Source: an optimization exercise on an open RTL-to-GDS flow (aim: small area). Production flows keep margins and buffers that such runs may drop.
RTL that was checked went through simulation tests only; none was proved equivalent to the original.
The RTL of runs 1 and 2 was laid out without a check of its function.
The flow treats the clock pin as an ideal source, which a real chip does not have.
Power figures rest on the tool's default switching activity, not on a simulated workload.

--- flow/flow/run.sh ---
#!/bin/bash
set -euo pipefail
if [[ -f flow/extra.mk ]]; then cat flow/extra.mk >> config.mk; fi
rm -rf scripts && cp -r "$FLOW_HOME/scripts" scripts
cp flow/abc_area.script scripts/abc_area.script
if [[ -f flow/global_route.tcl ]]; then cp flow/global_route.tcl scripts/global_route.tcl; fi
SCRIPTS_DIR="$PWD/scripts" bash standard.sh > standard.log 2>&1
--- flow/flow/abc_area.script ---
&get -n
&st
&dch
&nf -a -R 1000
&put
topo
stime -c
dnsize -c
--- flow/flow/extra.mk ---
export BUFFER_PORTS_ARGS = -buffer_cell sky130_fd_sc_hd__buf_1
export CTS_ARGS = -sink_clustering_enable -repair_clock_nets -dont_use_dummy_load -buf_list {sky130_fd_sc_hd__clkbuf_8} -sink_clustering_size 16 -sink_clustering_max_diameter 50
export ADDER_MAP_FILE =
export RECOVER_POWER = 100
--- flow/flow/global_route.tcl ---
utl::set_metrics_stage "globalroute__{}"
source $::env(SCRIPTS_DIR)/load.tcl
erase_non_stage_variables grt
load_design 4_cts.odb 4_cts.sdc

# This proc is here to allow us to use 'return' to return early from this
# file which is sourced
proc global_route_helper { } {
  source_step_tcl PRE GLOBAL_ROUTE

  set res_aware ""
  append_env_var res_aware ENABLE_RESISTANCE_AWARE -resistance_aware 0

  proc do_global_route { res_aware } {
    set all_args [concat [list \
      -congestion_report_file $::global_route_congestion_report] \
      $::env(GLOBAL_ROUTE_ARGS) {*}$res_aware]

    log_cmd global_route {*}$all_args
  }
  set additional_args ""
  append_env_var additional_args dbProcessNode -db_process_node 1
  append_env_var additional_args VIA_IN_PIN_MIN_LAYER -via_in_pin_bottom_layer 1
  append_env_var additional_args VIA_IN_PIN_MAX_LAYER -via_in_pin_top_layer 1

  log_cmd pin_access {*}$additional_args

  set result [catch { do_global_route $res_aware } errMsg]

  if { $result != 0 } {
    if { !$::env(GENERATE_ARTIFACTS_ON_FAILURE) } {
      orfs_write_db $::env(RESULTS_DIR)/5_1_grt-failed.odb
      error $errMsg
    }
    orfs_write_sdc $::env(RESULTS_DIR)/5_1_grt.sdc
    orfs_write_db $::env(RESULTS_DIR)/5_1_grt.odb
    return
  }

  set_placement_padding -global \
    -left $::env(CELL_PAD_IN_SITES_DETAIL_PLACEMENT) \
    -right $::env(CELL_PAD_IN_SITES_DETAIL_PLACEMENT)

  set_propagated_clock [all_clocks]
  log_cmd estimate_parasitics -global_routing

  if { [env_var_exists_and_non_empty DONT_USE_CELLS] } {
    set_dont_use $::env(DONT_USE_CELLS)
  }

  if { !$::env(SKIP_INCREMENTAL_REPAIR) } {
    if { $::env(DETAILED_METRICS) } {
      report_metrics 5 "global route pre repair design"
    }

    # Repair design using global route parasitics
    repair_design_helper
    if { $::env(DETAILED_METRICS) } {
      report_metrics 5 "global route post repair design"
    }

    # Running DPL to fix overlapped instances
    # Run to get modified net by DPL
    log_cmd global_route -start_incremental
    log_cmd detailed_placement
    # Route only the modified net by DPL
    log_cmd global_route -end_incremental {*}$res_aware \
      -congestion_report_file $::env(REPORTS_DIR)/congestion_post_repair_design.rpt

    # Repair timing using global route parasitics
    puts "Repair setup and hold violations..."
    log_cmd estimate_parasitics -global_routing

    repair_timing_helper

    if { $::env(DETAILED_METRICS) } {
      report_metrics 5 "global route post repair timing"
    }

    # Running DPL to fix overlapped instances
    # Run to get modified net by DPL
    log_cmd global_route -start_incremental
    log_cmd detailed_placement
    # Route only the modified net by DPL
    log_cmd global_route -end_incremental {*}$res_aware \
      -congestion_report_file $::env(REPORTS_DIR)/congestion_post_repair_timing.rpt
  }


  log_cmd global_route -start_incremental
  recover_power_helper
  # the power recovery's downsizing can leave slew violations; repair them
  if { $::env(RECOVER_POWER) != 0 } {
    repair_design_helper
  }
  # Route the modified nets by rsz journal restore
  log_cmd global_route -end_incremental {*}$res_aware \
    -congestion_report_file $::env(REPORTS_DIR)/congestion_post_recover_power.rpt

  if {
    !$::env(SKIP_ANTENNA_REPAIR) &&
    [env_var_exists_and_non_empty MAX_REPAIR_ANTENNAS_ITER_GRT]
  } {
    puts "Repair antennas..."
    repair_antennas -iterations $::env(MAX_REPAIR_ANTENNAS_ITER_GRT)
    check_placement -verbose
    check_antennas -report_file $::env(REPORTS_DIR)/grt_antennas.log
  }

  puts "Estimate parasitics..."
  log_cmd estimate_parasitics -global_routing

  report_metrics 5 "global route"

  # Write SDC to results with updated clock periods that are just failing.
  # Use make target update_sdc_clock to install the updated sdc.
  source [file join $::env(SCRIPTS_DIR) "write_ref_sdc.tcl"]

  write_guides $::env(RESULTS_DIR)/route.guide
  source_step_tcl POST GLOBAL_ROUTE
  orfs_write_db $::env(RESULTS_DIR)/5_1_grt.odb
  orfs_write_sdc $::env(RESULTS_DIR)/5_1_grt.sdc
}

global_route_helper
--- flow/standard.sh ---
#!/bin/bash
# synth_recipe.tcl (not shown) runs the flow's synth.tcl, then flattens the netlist and writes it again
# the make line also repeats each setting of config.mk as NAME=value (left out here)
make -C /OpenROAD-flow-scripts/flow DESIGN_CONFIG=/design/flow/config.mk WORK_HOME=/design/flow/orfs CLKGATE_MAP_FILE= SYNTH_SCRIPT=/design/flow/synth_recipe.tcl "${@:-finish}"
--- flow/config.mk ---
export PLATFORM = sky130hd
export DESIGN_NAME = axi_xdma_st_data_chk_slave_stream
export DESIGN_NICKNAME = axi_xdma_st_data_chk_slave_stream
export VERILOG_FILES = /design/flow/design.v
export SDC_FILE = /design/flow/constraint.sdc
export NUM_CORES = 4
export LEC_CHECK = 0
export ABC_AREA = 1
export CAP_MARGIN = 20
export CORE_AREA = 2 2 194 194
export DIE_AREA = 0 0 196 196
export SLEW_MARGIN = 20
export BUFFER_PORTS_ARGS = -buffer_cell sky130_fd_sc_hd__buf_1
export CTS_ARGS = -sink_clustering_enable -repair_clock_nets -dont_use_dummy_load -buf_list {sky130_fd_sc_hd__clkbuf_8} -sink_clustering_size 16 -sink_clustering_max_diameter 50
export ADDER_MAP_FILE =
export RECOVER_POWER = 100
--- flow/constraint.sdc ---
create_clock -name core_clock -period 6.0 [get_ports {S_AXIS_ACLK}]
set_input_delay 1.2000 -clock core_clock [delete_from_list [all_inputs] [get_ports {S_AXIS_ACLK}]]
set_output_delay 1.2000 -clock core_clock [all_outputs]
set_load 0.01 [all_outputs]
--- flow/design.v ---
package axi_xdma_st_data_pkg;
    localparam logic [1:0] COUNTER_NORMAL = 2'b00;
    localparam logic [1:0] COUNTER_DOWN   = 2'b01;
    localparam logic [1:0] COUNTER_STOP   = 2'b10;
    localparam logic [1:0] RANDOM_DATA    = 2'b11;
    typedef enum logic [1:0] {CLEAR = 2'd0, SEED = 2'd1, CHECK = 2'd2} chk_state_e;
    localparam int CFG_MODE      = 0;
    localparam int CFG_AUTO_SEED = 2;
    localparam int CFG_CLEAR     = 3;
    localparam int CFG_BP_EN     = 4;
    localparam int CFG_PRESET    = 5;
endpackage
module axis_bp_lfsr #(
    parameter logic [15:0] SEED = 16'hACE1
) (
    input  logic        i_clk,
    input  logic        i_rst_n,
    input  logic        i_en,
    output logic [15:0] o_lfsr
);
    logic [15:0] r_lfsr;
    assign o_lfsr = r_lfsr;
    always_ff @(posedge i_clk) begin
        if (!i_rst_n)
            r_lfsr <= SEED;
        else if (i_en)
            r_lfsr <= {1'b0, r_lfsr[15:1]} ^ (r_lfsr[0] ? 16'hB400 : 16'h0000);
    end
endmodule
module axi_xdma_st_data_chk_slave_stream #(
    parameter int          C_S_AXIS_TDATA_WIDTH  = 128,
    parameter int          NUMBER_OF_INPUT_WORDS = 64,
    parameter logic [15:0] BP_LFSR_SEED          = 16'hACE1
) (
    input  logic                              S_AXIS_ACLK,
    input  logic                              S_AXIS_ARESETN,
    input  logic                              S_AXIS_TVALID,
    input  logic [C_S_AXIS_TDATA_WIDTH-1:0]   S_AXIS_TDATA,
    input  logic [C_S_AXIS_TDATA_WIDTH/8-1:0] S_AXIS_TSTRB,
    input  logic                              S_AXIS_TLAST,
    output logic                              S_AXIS_TREADY,
    input  logic [31:0]                       config_reg0,
    input  logic [31:0]                       config_reg1,
    input  logic [31:0]                       config_reg2,
    output logic [63:0]                       beat_count,
    output logic [31:0]                       pkt_count,
    output logic [31:0]                       data_err_count,
    output logic [31:0]                       tlast_err_count,
    output logic                              first_err_valid,
    output logic [C_S_AXIS_TDATA_WIDTH-1:0]   first_err_data,
    output logic [C_S_AXIS_TDATA_WIDTH-1:0]   first_err_expected,
    output logic [31:0]                       first_err_beat
);
    function automatic logic [63:0] pre_and64(input logic [63:0] x);
        logic [7:0] blk, ball;
        logic [63:0] c;
        logic r;
        for (int b = 0; b < 8; b++) begin
            r = 1'b1;
            for (int i = 0; i < 8; i++) begin
                c[8*b+i] = r;
                r = r & x[8*b+i];
            end
            blk[b] = r;
        end
        ball[0] = 1'b1;
        for (int b = 1; b < 8; b++) ball[b] = ball[b-1] & blk[b-1];
        for (int b = 1; b < 8; b++)
            for (int i = 0; i < 8; i++) c[8*b+i] = c[8*b+i] & ball[b];
        pre_and64 = c;
    endfunction
    localparam int W = C_S_AXIS_TDATA_WIDTH;
    logic         r_clear, r_seed;           
    logic         r_tready;
    logic [63:0]  r_beat_count;
    logic [31:0]  r_pkt_count, r_data_err_count, r_tlast_err_count, r_first_err_beat;
    logic         r_first_err_valid;
    logic [W-1:0] r_expected, r_first_err_data, r_first_err_expected;
    logic [5:0]   r_beat_idx;
    logic [15:0]  w_lfsr;
    axis_bp_lfsr #(.SEED(BP_LFSR_SEED)) u_bp_lfsr (
        .i_clk   (S_AXIS_ACLK),
        .i_rst_n (S_AXIS_ARESETN),
        .i_en    (1'b1),
        .o_lfsr  (w_lfsr)
    );
    logic rst, ld, clr, acc, act, chk, m0, m1, m3, en, a, b, sel_t, sel_e, cin;
    logic [31:0] p1, p2;
    assign rst = ~S_AXIS_ARESETN;
    assign ld  = rst | r_clear;
    assign clr = config_reg0[3];
    assign acc = S_AXIS_TVALID & r_tready;
    assign act = acc & ~ld;
    assign chk = ~r_clear & ~r_seed;
    assign m0  = config_reg0[1:0] == 2'd0;
    assign m1  = config_reg0[1:0] == 2'd1;
    assign m3  = config_reg0[1:0] == 2'd3;
    assign p1  = config_reg1 & {32{~rst & config_reg0[5]}};
    assign p2  = config_reg2 & {32{~rst & config_reg0[5]}};
    assign en    = acc & ~r_clear & ~m3;
    assign a     = en & m0;
    assign b     = en & m1;
    assign sel_t = r_seed & ~m3;
    assign sel_e = ~r_clear & ~r_seed;
    assign cin   = b | r_clear | (r_seed & m3);   
    logic [W-1:0] base, nexp;
    logic [63:0]  y, gp, pp, hq, hpre;
    logic         c64;
    logic [63:0] G, P;
    always_comb begin
        base = ({W{sel_t}} & S_AXIS_TDATA) | ({W{sel_e}} & r_expected);
        for (int i = 0; i < 64; i++) y[i] = i < 32 ? (config_reg1[i] ? a : b) : (config_reg2[i-32] ? a : b);
        pp = base[63:0] ^ y;
        gp = base[63:0] & y;
        G = gp;
        P = pp;
        G[0] = gp[0] | (pp[0] & cin);
        for (int l = 0; l < 6; l++)
            for (int i = 2**(l+1) - 1; i < 64; i += 2**(l+1)) begin
                G[i] = G[i] | (P[i] & G[i - 2**l]);
                P[i] = P[i] & P[i - 2**l];
            end
        for (int l = 4; l >= 0; l--)
            for (int i = 3 * 2**l - 1; i < 64; i += 2**(l+1))
                G[i] = G[i] | (P[i] & G[i - 2**l]);
        nexp[0] = pp[0] ^ cin;
        for (int i = 1; i < 64; i++) nexp[i] = pp[i] ^ G[i-1];
        c64 = G[63];
        hq   = base[127:64] ^ {64{m1}};
        hpre = pre_and64(hq) & {64{en & (c64 ^ m1)}};
        nexp[127:64] = base[127:64] ^ hpre;
    end
    logic neq, derr, at_last, terr, cap, hold;
    assign neq     = |(S_AXIS_TDATA ^ r_expected);
    assign derr    = (chk & ~m3 & neq) | ~(&S_AXIS_TSTRB);
    assign at_last = &r_beat_idx;
    assign terr    = S_AXIS_TLAST ^ at_last;
    assign cap     = act & derr & ~r_first_err_valid;
    assign hold    = ~ld & ~cap;
    logic  cap_e, cap_1;
    assign cap_e   = cap & ~r_seed;
    assign cap_1   = cap & r_seed;
    logic [63:0] beat_t, beat_pre;
    logic [31:0] pkt_t, derr_t, terr_t;
    logic [63:0] pkt_pre, derr_pre, terr_pre;
    logic        derr_full, terr_full;
    assign beat_pre  = pre_and64(r_beat_count);
    assign beat_t    = beat_pre & {64{act}};
    assign pkt_pre   = pre_and64({32'd0, r_pkt_count});
    assign pkt_t     = pkt_pre[31:0] & {32{act & S_AXIS_TLAST}};
    assign derr_pre  = pre_and64({32'd0, r_data_err_count});
    assign derr_full = derr_pre[31] & r_data_err_count[31];
    assign derr_t    = derr_pre[31:0] & {32{act & derr & ~derr_full}};
    assign terr_pre  = pre_and64({32'd0, r_tlast_err_count});
    assign terr_full = terr_pre[31] & r_tlast_err_count[31];
    assign terr_t    = terr_pre[31:0] & {32{act & terr & ~terr_full}};
    assign S_AXIS_TREADY      = r_tready;
    assign beat_count         = r_beat_count;
    assign pkt_count          = r_pkt_count;
    assign data_err_count     = r_data_err_count;
    assign tlast_err_count    = r_tlast_err_count;
    assign first_err_valid    = r_first_err_valid;
    assign first_err_data     = r_first_err_data;
    assign first_err_expected = r_first_err_expected;
    assign first_err_beat     = r_first_err_beat;
    always_ff @(posedge S_AXIS_ACLK) begin
        r_clear  <= rst | clr;
        r_seed   <= ~rst & ~clr & (r_clear ? config_reg0[2] : (r_seed & ~acc));
        r_tready <= ~rst & ~clr & (~config_reg0[4] | w_lfsr[0]);
        r_expected <= nexp;
        r_beat_count      <= ld ? {p2, p1} : (r_beat_count ^ beat_t);
        r_pkt_count       <= ld ? p2 : (r_pkt_count ^ pkt_t);
        r_data_err_count  <= ld ? p1 : (r_data_err_count ^ derr_t);
        r_tlast_err_count <= ld ? p2 : (r_tlast_err_count ^ terr_t);
        r_first_err_valid    <= ~ld & (r_first_err_valid | (act & derr));
        r_first_err_data     <= {W{~ld}} & (r_first_err_data | ({W{cap}} & S_AXIS_TDATA));
        r_first_err_expected <= {W{~ld}} & (r_first_err_expected | ({W{cap_e}} & r_expected) | {{(W-1){1'b0}}, cap_1});
        r_first_err_beat     <= {32{~ld}} & (r_first_err_beat | ({32{cap}} & r_beat_count[31:0]));
        r_beat_idx <= (r_clear | (act & S_AXIS_TLAST)) ? 6'd0 : (act ? r_beat_idx + 6'd1 : r_beat_idx);
    end
endmodule
==> run_results.csv, run 1 <==
group,metric,value,unit
placed_design,port_buffers,667,
sta,maxSlewHeadroom,38.9,%
run_status,outcome,"complete, no violations",
grt,grt_pass1_vias,23800,
cts,postCtsHoldBufs,0,
detailed_routing,dr.pass1.iters,12,
cts,cts_tree,"done",
sta,fin_ws,0.347,ns
sta,rsz0062_at_grt,"false",
critical_path,r2r_end,"r_expected[91]$_DFF_P_",
placed_design,place_inst,4093,
cts,clockBufferDepth,3,
sta,worst_pin_slew,0.908,ns
power,p_leak,10.0,nW
synth,synth_flop_cell,"dfxtp_1",
floorplan,die_h,196,um
critical_path,required,6.60,ns
critical_path,cp.arrival,6.26,ns
hold_path,worst_hold_path_type,"reg -> reg",
synth,synth_area_leaders,"dfxtp_1 (48%), xnor2_1 (9.0%), a21oi_1 (8.7%)",
synth,async_flop_share,0,%
critical_path,crit_type,"in -> reg",
finish,final_cells,4161,
synth,avgSynthCellArea,8.70,sq um
cts,cts-root-buf,"clkbuf_8",
placed_design,hpwl,64.7,mm
sta,setup_viol,0,
detailed_routing,num_vias,25500,
floorplan,die-area,38400,sq um
synth,ys_seq_area_share,47.8,%
grt,grt.total_usage,43.1,%
placed_design,place.gp.congestion,0.986,
critical_path,critPathLaunch,"S_AXIS_ARESETN",
critical_path,timing.rr.start,"r_tready$_DFF_P_",
sta,hold_viol,0,
hold_path,hold_start,"u_bp_lfsr.r_lfsr[10]$_SDFF_PN1_",
finish,syn2layout_area_growth,18.5,%
placed_design,dp_slack,-0.0477,ns
grt,grt_pass1_wl,130,mm
grt,antenna_found_initial,14,
power,ir_worst_vdd,0.000181,V
synth,synth_top_area_share,47.8,%
synth,ys_types,42,
grt,grt-ovfl-total,0,
detailed_routing,routed_wl,86.7,mm
synth,synth_top_area_cell,"dfxtp_1",
synth,syn_nets,3145,
detailed_routing,ant_nets,0,
floorplan,start_util,69.3,%
sta,finalMaxSlewViolations,0,
hold_path,holdPathEnd,"u_bp_lfsr.r_lfsr[9]$_SDFF_PN0_",
sta,fin_crit,5.65,ns
cts,clock_latency,0.68,ns
critical_path,rr_worst_depth,22,
critical_path,critPathMaxFanout,19,
cts,htreeDepth,2,
synth,synth_seq_cells,602,
sta,clock_skew,0.0571,ns
cts,cts.clk_slew.worst_paths,0.10,ns
cts,cts_setup_buffers,0,
detailed_routing,drtIter0Drc,2148,
hold_path,hold_depth,1,
grt,grt_max_degree,269,
critical_path,crit_path_start_kind,"input pin",
floorplan,io_pins,694,
power,power,6.85,mW
job,maxCapViolations,0,
sta,fin_crit_sh,94.2,%
floorplan,core.rowCount,70,
detailed_routing,drc,0,
power,powerDensity,229,nW/um^2
sta,fmax,0.177,GHz
floorplan,core_area,36400,sq um
cts,clkSinkCount,602,
detailed_routing,post_drt_wl_per_cell,20.8,um
finish,layout-drive-gt1-share,4.07,%
cts,cts_buffers,49,
cts,cts_resized,0,
critical_path,critPathCaptureType,"flip-flop",
critical_path,r2r_slack,0.69,ns
finish,layout.nets,3927,
floorplan,die_w,196,um
synth,synth_edf_count,0,
synth,yosys_warnings,2,
detailed_routing,routed_via_density,6.13,
synth,syn_inst,2901,
synth,syn_area,25200,sq um
[registers in the layout, summed over array words and instances, names as in the netlist, 6 cells and up]
register,count
r_expected,128
r_first_err_data,128
r_first_err_expected,128
r_beat_count,64
r_data_err_count,32
r_first_err_beat,32
r_pkt_count,32
r_tlast_err_count,32
u_bp_lfsr.r_lfsr,16
r_beat_idx,6
[critical path, cell delays in order]
cell      delay (ns)
clkbuf_1        0.29
clkbuf_1        0.65
nand2b_4        0.08
nor2_1          0.20
and2_0          0.51
and3_4          0.30
and3_4          0.21
and3_4          0.22
and3_4          0.21
and3_4          0.21
and3_4          0.20
and2_4          0.17
and3_4          0.21
and3_4          0.21
and3_4          0.22
and3_4          0.21
and3_4          0.21
and2_4          0.18
nor2b_4         0.18
and2_4          0.15
o21ai_1         0.06
o21ai_1         0.15
[final cells by class]
class / count / area (sq um)
well taps: 468 / 586
flip-flops and latches: 602 / 12100
clock buffers: 49 / 674
repair buffers: 731 / 3110
diodes: 12 / 30.0
fillers: 2450 / 6540
multi-input cells: 2285 / 13400
inverters: 14 / 53.8
[placed cells by master (no fill, tap or decap), types with 16 or more instances in the layout]
| cell | netlist | final |
|---|---|---|
| nand2_1 | 243 | 243 |
| nor3_1 | 22 | 20 |
| nor2_1 | 434 | 432 |
| xnor2_1 | 260 | 260 |
| o31ai_1 | 64 | 64 |
| maj3_1 | 16 | 16 |
| or2_0 | 31 | 31 |
| buf_4 | 0 | 44 |
| and3_4 | 0 | 16 |
| clkbuf_8 | 0 | 49 |
| a22oi_1 | 128 | 128 |
| and3_1 | 86 | 70 |
| dfxtp_1 | 602 | 600 |
| and4_1 | 20 | 20 |
| xor2_1 | 126 | 126 |
| nand4_1 | 52 | 52 |
| buf_1 | 0 | 640 |
| clkbuf_1 | 0 | 34 |
| a21oi_1 | 441 | 439 |
| nand3_1 | 37 | 35 |
| and2_0 | 49 | 40 |
| o21ai_0 | 176 | 171 |
[worst max-delay path by stage]
stage	cells past startpoint	slack (ns)	to
final	22	0.35	r_pkt_count[31]$_DFF_P_
after global routing	22	0.15	r_pkt_count[31]$_DFF_P_
after CTS	24	0.64	r_expected[91]$_DFF_P_
after detailed placement	24	-0.05	r_beat_count[58]$_DFF_P_
after global placement	24	0.04	r_beat_count[63]$_DFF_P_
after floorplan	18	-1.98	r_expected[123]$_DFF_P_
[Yosys cell counts, types with 49 or more instances]
cell and number:
and3_1 86, nor2_1 434, xor2_1 126, o31ai_1 64
a22oi_1 128, dfxtp_1 602, xnor2_1 260, and2_0 49
o21ai_0 176, nand2_1 243, a21oi_1 441, nand4_1 52
[where the power goes]
part	switching (mW)	internal (mW)	total, mW
sequential	0.104	4.09	4.19
clock	1.29	0.730	2.02
combinational	0.406	0.226	0.632
total	1.80	5.04	6.85
[per-layer routing]
| metal | global-route usage (%) | up-vias | wire (um) |
|---|---|---|---|
| met5 | 0 | - | 13 |
| met4 | 34.1 | 2 | 7550 |
| met3 | 11.0 | 367 | 8320 |
| met2 | 69.2 | 1404 | 40100 |
| met1 | 49.0 | 11900 | 30600 |
| li1 | - | 11800 | - |
[kinds of logic after synthesis]
kind of cell / Yosys count / share of synthesized area, %
AND/OR/NAND/NOR: 1039 / 19.0
AO/OA/AOI/OAI: 844 / 19.0
flip-flops: 602 / 47.8
XOR/XNOR: 386 / 13.4
adder cells (fa/ha/maj): 16 / 0.635
buffers and inverters: 14 / 0.208
[metrics by stage]
step	area, sq um	hold slack (ns)	util, %	setup TNS [ns]
floorplan	25600	0.386	-	-302.14
global route	29900	0.414	82.0	0
detailed placement	29200	0.397	80.1	-0.132
finish	29900	0.412	82.1	0
global placement	29200	0.395	80.1	0
CTS	29900	0.410	81.9	0
==> run 2, diff against run 1 <==
--- a/flow/design.v
+++ b/flow/design.v
@@ -106,3 +106,3 @@
     logic [W-1:0] base, nexp;
-    logic [63:0]  y, gp, pp, hq, hpre;
+    logic [63:0]  y, gp, pp, hpre;
     logic         c64;
@@ -128,4 +128,4 @@
         c64 = G[63];
-        hq   = base[127:64] ^ {64{m1}};
-        hpre = pre_and64(hq) & {64{en & (c64 ^ m1)}};
+        hpre = (pre_and64(base[127:64]) & {64{en & ~m1 & c64}}) |
+               (pre_and64(~base[127:64]) & {64{en & m1 & ~c64}});
         nexp[127:64] = base[127:64] ^ hpre;
@@ -178,3 +178,3 @@
         r_first_err_beat     <= {32{~ld}} & (r_first_err_beat | ({32{cap}} & r_beat_count[31:0]));
-        r_beat_idx <= (r_clear | (act & S_AXIS_TLAST)) ? 6'd0 : (act ? r_beat_idx + 6'd1 : r_beat_idx);
+        r_beat_idx <= (ld | (act & S_AXIS_TLAST)) ? 6'd0 : (act ? r_beat_idx + 6'd1 : r_beat_idx);
     end
==> run 2 against run 1 <==
  * Still clean on timing, DRC and antenna
  * Register-to-register slack got worse by 0.21 ns
  * Total power rose by 5.5%
  * Core utilization rose by 1.1 points
  * Die area did not move
  * Sequential cell count did not move
  * Routed wire length rose by 3.6%
  * Hold slack improved by 0.0052 ns
  * Cell area rose by 1.4%
  * Synthesized cell count rose by 0.62%
  * Critical endpoint is now r_expected[93]$_DFF_P_
==> run_results.csv, run 2 <==
group,metric,value,unit
synth,synth_top_area_share,47.8,%
critical_path,path_cells,"clkbuf_1 > clkbuf_1 > or4_2 > buf_12 > buf_4 > nand2_1 > o21ai_0 > or2_0 > nor2_1 > a311o_1 > clkinv_1 > o21ai_0 > a31o_1 > a311o_1 > nand4b_1 > o211ai_1 > buf_4 > nand3_1 > buf_1 > nand2_2 > nand2_4 > or3_1 > o31ai_1 > xnor2_1",
critical_path,slowest_delay,0.70,ns
synth,avgSynthCellArea,8.64,sq um
synth,synthTopCellsByCount,"dfxtp_1 (602), nor2_1 (390), a21oi_1 (379)",
cts,cts_resized,0,
critical_path,crit_type,"in -> reg",
cts,htreeDepth,2,
critical_path,critPathCaptureType,"flip-flop",
cts,cts.clk_slew.worst_paths,0.09,ns
grt,grt_max_degree,245,
detailed_routing,num_vias,26600,
floorplan,core.rowCount,70,
critical_path,crit_slowest_cell,"or4_2",
finish,top_regs,"r_expected (128), r_first_err_data (128), r_first_err_expected (128)",
detailed_routing,dr.pass1.iters,7,
synth,synth_seq_cells,602,
synth,ys_types,46,
finish,seqCellArea,12100,sq um
critical_path,critPathMaxFanout,19,
sta,setup_viol,0,
synth,synth_edf_count,0,
detailed_routing,routed_via_density,6.26,
placed_design,place.gp.congestion,0.984,
grt,grt_pass1_vias,25000,
finish,layout_common_cells,"buf_1 (649), dfxtp_1 (601), nor2_1 (389)",
grt,grt-ovfl-total,0,
power,power,7.22,mW
synth,synth_top_area_cell,"dfxtp_1",
sta,fmax,0.174,GHz
cts,cts-root-buf,"clkbuf_8",
floorplan,io_pins,694,
synth,syn_area,25200,sq um
floorplan,core_area,36400,sq um
cts,cts_setup_buffers,0,
synth,ys_seq_area_share,47.8,%
placed_design,port_buffers,667,
detailed_routing,drc,0,
power,powerDensity,238,nW/um^2
sta,finalMaxSlewViolations,0,
synth,synth_area_leaders,"dfxtp_1 (48%), xnor2_1 (8.4%), a21oi_1 (7.5%)",
grt,grt_pass1_wl,135,mm
sta,timing.hold.ws,0.417,ns
hold_path,worst_hold_path_type,"reg -> reg",
finish,layout.nets,4015,
floorplan,die-area,38400,sq um
finish,multi_input_area,13300,sq um
sta,rsz0062_at_grt,"false",
sta,clock_skew,0.0578,ns
sta,maxSlewHeadroom,29.6,%
finish,n_fill_cell,2374,
critical_path,required,6.58,ns
grt,grt.total_usage,44.7,%
cts,cts_buffers,50,
sta,hold_viol,0,
critical_path,cp.arrival,6.32,ns
critical_path,crit_path_start_kind,"input pin",
sta,fin_crit,5.74,ns
detailed_routing,routed_wl,89.8,mm
finish,syn2layout_area_growth,20.1,%
synth,syn_inst,2919,
synth,synth_flop_cell,"dfxtp_1",
grt,antenna_found_initial,14,
synth,yosys_warnings,2,
finish,mostFrequentLayoutCell,"buf_1",
cts,clkSinkCount,602,
power,p_leak,10.6,nW
floorplan,start_util,69.2,%
synth,yosys.cell_count.top_type,"dfxtp_1",
run_status,outcome,"complete, no violations",
cts,postCtsHoldBufs,0,
synth,syn_nets,3163,
cts,clock_latency,0.69,ns
cts,cts_tree,"done",
cts,clockBufferDepth,3,
power,ir_worst_vdd,0.000221,V
synth,async_flop_share,0,%
detailed_routing,post_drt_wl_per_cell,21.1,um
floorplan,die_h,196,um
job,maxCapViolations,0,
sta,fin_crit_sh,95.7,%
detailed_routing,drtIter0Drc,2295,
detailed_routing,ant_nets,0,
floorplan,die_w,196,um
sta,worst_pin_slew,1.05,ns
placed_design,hpwl,67.8,mm
finish,layout-drive-gt1-share,5.41,%
==> run 2: per-stage QoR <==
step	std cells	cell area, sq um	util (%)	setup slack, ns	TNS [ns]
CTS	4234	30500	83.6	0.448	0
global route	4245	30300	83.1	0.0251	0
floorplan	2919	25700	-	-1.20	-154.18
finish	4251	30300	83.2	0.257	0
detailed placement	4184	29800	81.8	-0.264	-3.50
global placement	4184	29800	81.8	-0.153	-0.719
==> run 2: critical path, delay by kind of cell <==
family,cells,cell delay [ns]
and+or+nand+nor,9,2.15
AOI/OAI and AO/OA,7,1.66
xor gates and xnor gates,1,0.15
buffers and inverters,7,1.14
==> run 2: routing by layer <==
metal	share of wire (%)	vias to the layer above	global-route usage, %
li1	-	12100	-
met1	36	12500	50.6
met2	46	1548	73.3
met3	9.6	427	10.7
met4	8.4	6	34.1
met5	0.046	-	0
==> run 2: where the power goes <==
part	internal (mW)	total, mW	switching, mW
clock network	0.744	2.02	1.28
registers	4.14	4.30	0.157
logic	0.350	0.898	0.548
total	5.24	7.22	1.98
==> run 2: layout make-up <==
type / count / area share, %
antenna: 14 / 0.116
timing repair buffer: 800 / 11.6
sequential: 602 / 39.8
inverter: 23 / 0.285
clock buffer: 50 / 2.27
multi-input combinational: 2294 / 44.0
tap: 468 / 1.93
==> run 2: kinds of logic (layout without fill, tap and decap cells) <==
kind of cell	count (synthesis)	after routing	synth area share (%)
other	0	14	0
XOR/XNOR	333	333	11.6
multiplexers	7	7	0.278
adder cells (fa/ha/maj)	14	14	0.555
AND/OR/NAND/NOR	1054	1054	19.2
buffers and inverters	23	873	0.342
AO/OA/AOI/OAI	886	886	20.3
flip-flops	602	602	47.8
==> run 2: path summary, 6_finish.rpt <==
kind                                         from                               to  slack [ns]  cells after the start
hold reg to reg   u_bp_lfsr.r_lfsr[12]$_SDFF_PN0_  u_bp_lfsr.r_lfsr[11]$_SDFF_PN1_        0.42                      1
hold / removal    u_bp_lfsr.r_lfsr[12]$_SDFF_PN0_  u_bp_lfsr.r_lfsr[11]$_SDFF_PN1_        0.42                      1
setup reg to reg                   r_seed$_DFF_P_           r_expected[93]$_DFF_P_        0.48                     22
setup / recovery                   config_reg0[0]           r_expected[93]$_DFF_P_        0.26                     24
==> run 3, diff against run 2 <==
--- a/flow/design.v
+++ b/flow/design.v
@@ -106,3 +106,3 @@
     logic [W-1:0] base, nexp;
-    logic [63:0]  y, gp, pp, hpre;
+    logic [63:0]  y, gp, pp, hq, hpre;
     logic         c64;
@@ -128,4 +128,4 @@
         c64 = G[63];
-        hpre = (pre_and64(base[127:64]) & {64{en & ~m1 & c64}}) |
-               (pre_and64(~base[127:64]) & {64{en & m1 & ~c64}});
+        hq   = base[127:64] ^ {64{m1}};
+        hpre = pre_and64(hq) & {64{en & (c64 ^ m1)}};
         nexp[127:64] = base[127:64] ^ hpre;
==> flow/flow/extra.mk (replaced) <==
export BUFFER_PORTS_ARGS = -buffer_cell sky130_fd_sc_hd__buf_1
export CTS_ARGS = -sink_clustering_enable -repair_clock_nets -dont_use_dummy_load -buf_list {sky130_fd_sc_hd__clkbuf_8} -sink_clustering_size 18 -sink_clustering_max_diameter 50
export ADDER_MAP_FILE =
export RECOVER_POWER = 100
--- a/flow/config.mk
+++ b/flow/config.mk
@@ -13,3 +13,3 @@
 export BUFFER_PORTS_ARGS = -buffer_cell sky130_fd_sc_hd__buf_1
-export CTS_ARGS = -sink_clustering_enable -repair_clock_nets -dont_use_dummy_load -buf_list {sky130_fd_sc_hd__clkbuf_8} -sink_clustering_size 16 -sink_clustering_max_diameter 50
+export CTS_ARGS = -sink_clustering_enable -repair_clock_nets -dont_use_dummy_load -buf_list {sky130_fd_sc_hd__clkbuf_8} -sink_clustering_size 18 -sink_clustering_max_diameter 50
 export ADDER_MAP_FILE =
==> run 3 against run 2 <==
  * Clock skew fell by 0.019 ns
  * Core utilization down 2.0 points
  * Total power fell by 6.9%
  * Routed wire length fell by 3.5%
  * Count of clock-buffer cells in the layout decreased by 4
  * Via count down 4.5%
  * Final cell count decreased by 2.8%
  * Sequential power down 3%
  * Largest power group unchanged
  * Fmax shrank 0.13%
==> run_results.csv, run 3 <==
group,metric,value,unit
run_status,outcome,"complete, no violations",
grt,antenna_found_initial,13,
critical_path,critPathCaptureType,"flip-flop",
sta,hold_viol,0,
placed_design,hpwl,65.5,mm
critical_path,crit_path_start_kind,"input pin",
sta,finalMaxSlewViolations,0,
job,maxCapViolations,0,
finish,mostFrequentLayoutCell,"buf_1",
synth,syn_nets,3141,
detailed_routing,ant_nets,0,
critical_path,timing.rr.start,"r_clear$_DFF_P_",
sta,maxSlewHeadroom,33.9,%
cts,cts_setup_buffers,0,
detailed_routing,drtIter0Drc,2556,
floorplan,core_area,36400,sq um
sta,clock_skew,0.0387,ns
detailed_routing,post_drt_wl_per_cell,21.0,um
cts,cts_tree,"done",
cts,postCtsHoldBufs,0,
synth,ys_seq_area_share,47.8,%
cts,cts-root-buf,"clkbuf_8",
cts,clock_latency,0.67,ns
grt,grt_pass1_wl,130,mm
finish,layout_common_cells,"buf_1 (628), dfxtp_1 (601), a21oi_1 (438)",
synth,synth_compound_area_share,19.0,%
synth,synth_flop_cell,"dfxtp_1",
power,p_leak,9.88,nW
floorplan,die_h,196,um
critical_path,crit_type,"in -> reg",
synth,synth_area_leaders,"dfxtp_1 (48%), xnor2_1 (9.0%), a21oi_1 (8.7%)",
grt,grt-ovfl-total,0,
critical_path,cp.arrival,6.30,ns
synth,synth_top_area_share,47.8,%
finish,n_fill_cell,2549,
detailed_routing,dr.pass1.iters,8,
synth,yosys.cell_count.top_type,"dfxtp_1",
synth,yosys_warnings,2,
finish,syn2layout_area_growth,17.3,%
finish,layout.nets,3901,
synth,synth_edf_count,0,
hold_path,worst_hold_path_type,"reg -> reg",
detailed_routing,drc,0,
grt,grt.total_usage,43.0,%
cts,clkSinkCount,602,
placed_design,port_buffers,667,
sta,worst_pin_slew,0.992,ns
cts,cts_resized,0,
sta,finalSetupTns,0,ns
cts,cts_buffers,46,
placed_design,dpl-instance-area,29000,sq um
synth,synthTopCellsByCount,"dfxtp_1 (602), a21oi_1 (439), nor2_1 (435)",
sta,fin_crit_sh,95.8,%
floorplan,core.rowCount,70,
sta,timing.hold.ws,0.427,ns
critical_path,critPathLaunch,"config_reg0[0]",
detailed_routing,routed_wl,86.7,mm
sta,fmax,0.174,GHz
detailed_routing,routed_via_density,6.15,
cts,htreeDepth,2,
placed_design,place.gp.congestion,0.946,
cts,cts.clk_slew.worst_paths,0.10,ns
synth,synth_simple_gate_area_share,18.9,%
synth,avgSynthCellArea,8.70,sq um
finish,top_regs,"r_expected (128), r_first_err_data (128), r_first_err_expected (128)",
synth,syn_area,25200,sq um
power,powerDensity,227,nW/um^2
critical_path,rr_worst_depth,21,
grt,grt_pass1_vias,23400,
floorplan,die-area,38400,sq um
synth,async_flop_share,0,%
synth,syn_inst,2897,
sta,rsz0062_at_grt,"false",
synth,synth_adder_area_share,0.635,%
critical_path,required,6.55,ns
critical_path,critPathMaxFanout,20,
floorplan,start_util,69.2,%
grt,grt_max_degree,112,
synth,ys_types,41,
synth,synthXorXnorAreaFrac,13.4,%
cts,clockBufferDepth,3,
critical_path,r2r_slack,0.56,ns
synth,synth_top_family_by_area,"compound AO/OA/AOI/OAI gates",
sta,fin_crit,5.75,ns
synth,synth_top_area_cell,"dfxtp_1",
critical_path,critPathCapture,"r_expected[115]$_DFF_P_",
floorplan,io_pins,694,
finish,layout-drive-gt1-share,3.42,%
floorplan,die_w,196,um
synth,synthMuxAreaShare,0,%
synth,synth_seq_cells,602,
critical_path,r2r_end,"r_expected[115]$_DFF_P_",
detailed_routing,num_vias,25400,
power,ir_worst_vdd,0.000227,V
finish,finalInstanceArea,29600,sq um
sta,setup_viol,0,
==> run 3: cell count changes after synthesis, moves of 8 or more <==
cell	delta
nor2_1	+45
or3_1	-8
a21oi_1	+60
xnor2_1	+15
and3_1	+11
o32ai_1	-9
xor2_1	+39
nor3_1	-9
clkinv_1	-8
nand3_1	+9
nand2_1	-57
o21ai_0	-70
a22o_1	-11
a22oi_1	+8
==> run 3: final cells by class <==
type                    count  area (sq um)  area share (%)
diodes                     11          27.5          0.0931
clock buffers              46           633            2.14
inverters                  15          57.6           0.195
multi-input cells        2280         13300            45.0
flip-flops and latches    602         12100            40.8
well taps                 468           586            1.98
repair buffers            712          2900            9.82
==> run 3: cells by family after synthesis <==
logic type,count (synthesis)
buffers and inverters,15
DFF,602
adders and majority gates,16
AOI/OAI and AO/OA,842
xor gates and xnor gates,387
and+or+nand+nor,1035
==> run 3: layer usage <==
metal	vias to the layer above	share of wire (%)	GRT usage, %
met4	6	7.6	29.0
met3	315	11	11.4
li1	11700	-	-
met5	-	0.043	0
met1	12000	37	52.5
met2	1375	44	67.1
==> run 3: metrics by stage <==
stage / worst slack (ns) / total power, mW / cells / util, %
floorplan: -1.53 / 4.56 / 2897 / -
global placement: -0.0694 / 4.82 / 4074 / 79.6
detailed placement: -0.307 / 4.85 / 4074 / 79.6
CTS: 0.308 / 6.70 / 4120 / 81.3
global route: 0.0242 / 6.91 / 4131 / 81.1
finish: 0.250 / 6.73 / 4134 / 81.2
==> run 3: worst min path at each step <==
| stage | from | endpoint | slack, ns | depth (start not counted) |
|---|---|---|---|---|
| 2_1_floorplan | u_bp_lfsr.r_lfsr[1]$_SDFF_PN0_ | u_bp_lfsr.r_lfsr[0]$_SDFF_PN1_ | 0.39 | 1 |
| 3_3_place_gp | u_bp_lfsr.r_lfsr[6]$_SDFF_PN1_ | u_bp_lfsr.r_lfsr[5]$_SDFF_PN1_ | 0.39 | 1 |
| 3_5_place_dp | u_bp_lfsr.r_lfsr[1]$_SDFF_PN0_ | u_bp_lfsr.r_lfsr[0]$_SDFF_PN1_ | 0.40 | 1 |
| 4_1_cts | u_bp_lfsr.r_lfsr[12]$_SDFF_PN0_ | u_bp_lfsr.r_lfsr[11]$_SDFF_PN1_ | 0.43 | 1 |
| 5_1_grt | u_bp_lfsr.r_lfsr[1]$_SDFF_PN0_ | u_bp_lfsr.r_lfsr[0]$_SDFF_PN1_ | 0.46 | 1 |
| 6_report | u_bp_lfsr.r_lfsr[12]$_SDFF_PN0_ | u_bp_lfsr.r_lfsr[11]$_SDFF_PN1_ | 0.43 | 1 |
==> run 3: power by group <==
group	leakage, nW	switching (mW)	internal (mW)
logic	4.66	0.397	0.206
registers	4.88	0.0938	4.08
clock network	0.331	1.26	0.688
total	9.88	1.75	4.98
==> run 3: critical path, stage by stage <==
cell      delay [ns]
clkbuf_1        0.14
a21oi_1         0.23
nor2b_1         0.24
nand2_2         0.35
nor2_1          0.19
a21oi_1         0.08
maj3_1          0.41
nand2b_4        0.16
o21ai_0         0.22
a311oi_4        0.24
o311ai_4        0.46
a21oi_4         0.18
o211ai_1        0.40
nand3_1         0.16
nand4_1         0.17
a41oi_1         0.14
xnor2_1         0.19
and2_4          0.31
clkinv_1        0.28
nor2_4          0.23
nand3_1         0.12
xor2_1          0.17

-- static timing again, ports no longer ideal --
How much do the figures lean on ideal ports? The routed layouts below were timed once more, with nothing changed but the port constraints.
Step 1 (the two cells are an assumption about what drives the block):
set clk [get_ports {S_AXIS_ACLK}]
set_driving_cell -lib_cell sky130_fd_sc_hd__clkbuf_16 $clk
set_driving_cell -lib_cell sky130_fd_sc_hd__buf_2 [delete_from_list [all_inputs] $clk]
Step 2 moves the port delays by t, midway between the first and last clock arrival at a register: inputs arrive t later, outputs are due t later. That takes back most of the time a late clock gives input paths.
a / b / c = no drivers / after step 1 / after step 2; a / b = the first two.
| run | shift t [ns] | slack for setup (ns) | pins driven straight from the clock port |
|---|---|---|---|
| run 1 | 0.707 | 0.347 / 0.337 / -0.370 | 1 |
| run 2 | 0.713 | 0.257 / 0.205 / -0.508 | 1 |
| run 3 | 0.699 | 0.250 / 0.265 / -0.433 | 1 |
Met with ideal ports but missed after step 2: setup timing in every run listed. For run 2, which loses most, drivers alone change the setup slack by -0.052 ns; drivers and shift together by -0.765 ns.
